This design comes from an exercise in tuning for small area, a short achievable clock period and few clock cycles on the open sky130 flow, not from production work. Only simulation tests tie the RTL to the original design; equivalence was not proved.

==> inputs of branch sierra <==
## longest_prefix_match_router_top
module longest_prefix_match_router_top #(
   parameter int TABLE_DEPTH = lpm_pkg::TABLE_DEPTH
) (
   input  wire logic                               clock,
   input  wire logic                               reset,
   input  wire logic                               req_tvalid,
   output logic                                    req_tready,
   input  wire logic [lpm_pkg::REQ_DATA_WIDTH-1:0] req_tdata,
   input  wire logic [0:0]                         req_tuser,
   output logic                                    rsp_tvalid,
   input  wire logic                               rsp_tready,
   output logic [lpm_pkg::RSP_DATA_WIDTH-1:0]      rsp_tdata
);
   localparam int RW = lpm_pkg::RES_WIDTH;
   localparam int QD = lpm_pkg::CREDITS - 1;    
   localparam int QA = (QD > 1) ? $clog2(QD) : 1;
   localparam int QF = $clog2(QD + 1);
   logic        r0_valid, r0_lookup, r0_hopv;
   logic [31:0] r0_prefix, r0_hop, r0_dest;
   logic [5:0]  r0_len;
   logic [3:0]  r0_port;
   logic [7:0]  r0_ttl;
   logic        res_valid;
   logic [RW-1:0] res_data;
   logic        take;
   lpm_front u_front (
      .clock      (clock),
      .reset      (reset),
      .req_tvalid (req_tvalid),
      .req_tready (req_tready),
      .req_tdata  (req_tdata),
      .req_tuser  (req_tuser),
      .rsp_take   (take),
      .r0_valid   (r0_valid),
      .r0_lookup  (r0_lookup),
      .r0_prefix  (r0_prefix),
      .r0_len     (r0_len),
      .r0_hopv    (r0_hopv),
      .r0_hop     (r0_hop),
      .r0_port    (r0_port),
      .r0_dest    (r0_dest),
      .r0_ttl     (r0_ttl)
   );
   lpm_back #(
      .DEPTH (TABLE_DEPTH)
   ) u_back (
      .clock     (clock),
      .reset     (reset),
      .r0_valid  (r0_valid),
      .r0_lookup (r0_lookup),
      .r0_prefix (r0_prefix),
      .r0_len    (r0_len),
      .r0_hopv   (r0_hopv),
      .r0_hop    (r0_hop),
      .r0_port   (r0_port),
      .r0_dest   (r0_dest),
      .r0_ttl    (r0_ttl),
      .res_valid (res_valid),
      .res_data  (res_data)
   );
   logic          out_valid_ff;
   logic [RW-1:0] out_data_ff;
   logic [QA-1:0] q_wr_ff, q_rd_ff;
   logic [QF-1:0] q_fill_ff;
   logic [RW-1:0] q_head;
   logic          q_empty;
   logic          out_load;
  ...
make LEC_CHECK=0 CAP_MARGIN=40 CORE_MARGIN=2 CORE_UTILIZATION=40 CTS_CLUSTER_DIAMETER=60 CTS_CLUSTER_SIZE=20 SETUP_SLACK_MARGIN=3.8 SLEW_MARGIN=30 SYNTH_MEMORY_MAX_BITS=8192 finish   # period 7.0 ns
run.sh (not shown) runs the stock make flow with config.mk's settings and CLKGATE_MAP_FILE= SYNTH_SCRIPT=/design/flow/synth_recipe.tcl, a recipe that flattens the netlist after the stock synthesis.
==> inputs of branch xenon, as changes to branch sierra <==
--- a/flow/design.v
+++ b/flow/design.v
@@ -144,16 +144,33 @@
             t_port[i]   <= r0_port;
          end
       end
    end
    logic [DEPTH-1:0] match;
-   for (genvar i = 0; i < DEPTH; i++) begin : g_cmp
-      logic [31:0] mask;
-      for (genvar j = 0; j < 32; j++) begin : g_mask
-         assign mask[31-j] = (t_len[i] > 6'(j));
+   function automatic logic hit(input logic [31:0] prefix, input logic [5:0] len,
+                                input logic [31:0] dest);
+      logic [31:0] diff;
+      logic [7:0]  part;
+      logic [7:0]  db;
+      logic        ok;
+      diff = prefix ^ dest;
+      for (int b = 0; b < 8; b++) begin
+         part[7-b] = (len[2:0] > 3'(b));
+      end
+      ok = 1'b1;
+      for (int a = 0; a < 4; a++) begin
+         db = diff[31-8*a -: 8];
+         if (len[5:3] > 3'(a)) begin
+            ok = ok && !(|db);
+         end else if (len[5:3] == 3'(a)) begin
+            ok = ok && !(|(db & part));
+         end
       end
-      assign match[i] = (count_ff > CW'(i)) && !(|((t_prefix[i] ^ r0_dest) & mask));
+      hit = ok;
+   endfunction
+   for (genvar i = 0; i < DEPTH; i++) begin : g_cmp
+      assign match[i] = (count_ff > CW'(i)) && hit(t_prefix[i], t_len[i], r0_dest);
    end
    logic             m1_valid, m1_lookup, m1_full;
    logic [DEPTH-1:0] m1_match;
    logic [31:0]      m1_dest;
    logic [7:0]       m1_ttl;
--- a/flow/config.mk
+++ b/flow/config.mk
@@ -6,10 +6,10 @@
 export NUM_CORES = 4
 export LEC_CHECK = 0
 export CAP_MARGIN = 40
 export CORE_MARGIN = 2
 export CORE_UTILIZATION = 40
-export CTS_CLUSTER_DIAMETER = 60
-export CTS_CLUSTER_SIZE = 20
-export SETUP_SLACK_MARGIN = 3.8
+export CTS_CLUSTER_DIAMETER = 80
+export CTS_CLUSTER_SIZE = 25
+export SETUP_SLACK_MARGIN = 4.1
 export SLEW_MARGIN = 30
 export SYNTH_MEMORY_MAX_BITS = 8192
==> inputs of branch willow, as changes to branch sierra <==
--- a/flow/design.v
+++ b/flow/design.v
@@ -144,16 +144,33 @@
             t_port[i]   <= r0_port;
          end
       end
    end
    logic [DEPTH-1:0] match;
-   for (genvar i = 0; i < DEPTH; i++) begin : g_cmp
-      logic [31:0] mask;
-      for (genvar j = 0; j < 32; j++) begin : g_mask
-         assign mask[31-j] = (t_len[i] > 6'(j));
+   function automatic logic hit(input logic [31:0] prefix, input logic [5:0] len,
+                                input logic [31:0] dest);
+      logic [31:0] diff;
+      logic [7:0]  part;
+      logic [7:0]  db;
+      logic        ok;
+      diff = prefix ^ dest;
+      for (int b = 0; b < 8; b++) begin
+         part[7-b] = (len[2:0] > 3'(b));
+      end
+      ok = 1'b1;
+      for (int a = 0; a < 4; a++) begin
+         db = diff[31-8*a -: 8];
+         if (len[5:3] > 3'(a)) begin
+            ok = ok && !(|db);
+         end else if (len[5:3] == 3'(a)) begin
+            ok = ok && !(|(db & part));
+         end
       end
-      assign match[i] = (count_ff > CW'(i)) && !(|((t_prefix[i] ^ r0_dest) & mask));
+      hit = ok;
+   endfunction
+   for (genvar i = 0; i < DEPTH; i++) begin : g_cmp
+      assign match[i] = (count_ff > CW'(i)) && hit(t_prefix[i], t_len[i], r0_dest);
    end
    logic             m1_valid, m1_lookup, m1_full;
    logic [DEPTH-1:0] m1_match;
    logic [31:0]      m1_dest;
    logic [7:0]       m1_ttl;
==> flow/config.mk (replaced) <==
export PLATFORM = sky130hd
export DESIGN_NAME = longest_prefix_match_router_top
export DESIGN_NICKNAME = longest_prefix_match_router_top
export VERILOG_FILES = /design/flow/design.v
export SDC_FILE = /design/flow/constraint.sdc
export NUM_CORES = 4
export LEC_CHECK = 0
export CAP_MARGIN = 40
export CORE_MARGIN = 2
export CORE_UTILIZATION = 45
export CTS_CLUSTER_DIAMETER = 80
export CTS_CLUSTER_SIZE = 25
export SETUP_SLACK_MARGIN = 4.1
export SLEW_MARGIN = 30
export SYNTH_MEMORY_MAX_BITS = 8192
==> metrics.cfg <==
[status]
outcome = no timing/DRC/antenna violations

[critical_path]
startpoint = out_data_ff[16]
crit_required_ps = 5600

[cells_and_area]
final_core_util = 0.518
syn_to_final_growth_pct = 14.8
layout-drive-gt1-share = 0.142
multiInputCombCellCount = 9460
sh_seq_area = 0.618

[timing]
postLayoutSetupSlackWorst_ps = 3830

[floorplan]
core_area_mm2 = 0.536

[place]
place_area_mm2 = 0.257

Source of the figures above: branch willow

==> metrics.cfg <==
[yosys]
ys_seq_elements = 5960
synth-compound-area-share = 0.135

[pwr]
vdd.ir_drop.worst_v = 0.000250
power.group.top = sequential cells
p_seq_mw = 39.3

[cells_and_area]
final_core_util = 0.459
sh_seq_area = 0.604
syn_to_final_growth_pct = 14.4
seq_area_mm2 = 0.172
multiInputCombCellCount = 10600

[critical_path]
crit_required_ps = 7840
startpoint = u_back.o3_sel[51]

[global_route]
grt.met2_usage = 0.516
grt_usage = 0.358

[place]
hpwl_mm = 691
place_area_mm2 = 0.265

[floorplan]
core_area_mm2 = 0.619

[route]
met1_length_mm = 407

[status]
outcome = no timing/DRC/antenna violations

[timing]
postLayoutSetupSlackWorst_ps = 3590

Source of the figures above: branch sierra

==> metrics.cfg <==
[status]
outcome = no timing/DRC/antenna violations

[critical_path]
startpoint = out_data_ff[7]
crit_family = flip-flops
crit_required_ps = 5600
cp_max_fo = 1

[pwr]
p_int_mw = 48.9

[cells_and_area]
final_core_util = 0.464
layout-drive-gt1-share = 0.144
multiInputCombCellCount = 9460
final_cell_mix = edfxtp_1 (5176), xor2_1 (1171), xnor2_1 (893)
sh_seq_area = 0.614

[floorplan]
core_area_mm2 = 0.603

[place]
gp_congestion = 1.03
place_area_mm2 = 0.259

[timing]
postLayoutSetupSlackWorst_ps = 3820

[route]
top_signal_layer_used = met5

[yosys]
synth_commonest_cells = edfxtp_1 (5176), xor2_1 (1171), xnor2_1 (894)
async_flop_share = 0

[flow_run]
cap_violations = 0

[cts]
cts.root.buffer_cell = clkbuf_16

Source of the figures above: branch xenon

Testbench counts of branch sierra, summed over its fixed seeds: cycles 1,656.
Testbench counts of branch xenon, summed over its fixed seeds: cycles 1,656.
Testbench counts of branch willow, summed over its fixed seeds: cycles 1,656.

[afterwards: timing with drivers on the ports]
The flow's constraints put no driver on any port. The routed layouts listed below were extracted and timed again, unchanged, in two steps. Step 1, drivers: a clkbuf_16 drives clock and a buf_2 each remaining input, both assumed. Step 2 also shifts input and output timing later by t, the mid clock arrival at the registers, as if the neighbouring blocks saw the same clock. Slacks: ideal ports / drivers / drivers and shift; pairs: ideal ports / drivers.
| run | t, ns | slack for setup (ns) | latest minus earliest clock arrival (ns) |
|---|---|---|---|
| branch sierra | 1.241 | 3.585 / 3.585 / 2.810 | 0.112 / 0.112 |
| branch xenon | 1.195 | 3.824 / 3.691 / 3.211 | 0.099 / 0.099 |
| branch willow | 1.175 | 3.833 / 3.706 / 3.187 | 0.116 / 0.116 |
After both steps setup and hold are still met in every run listed. For branch sierra, which loses most, drivers alone change the setup slack by 0.000 ns; drivers and shift together by -0.775 ns.
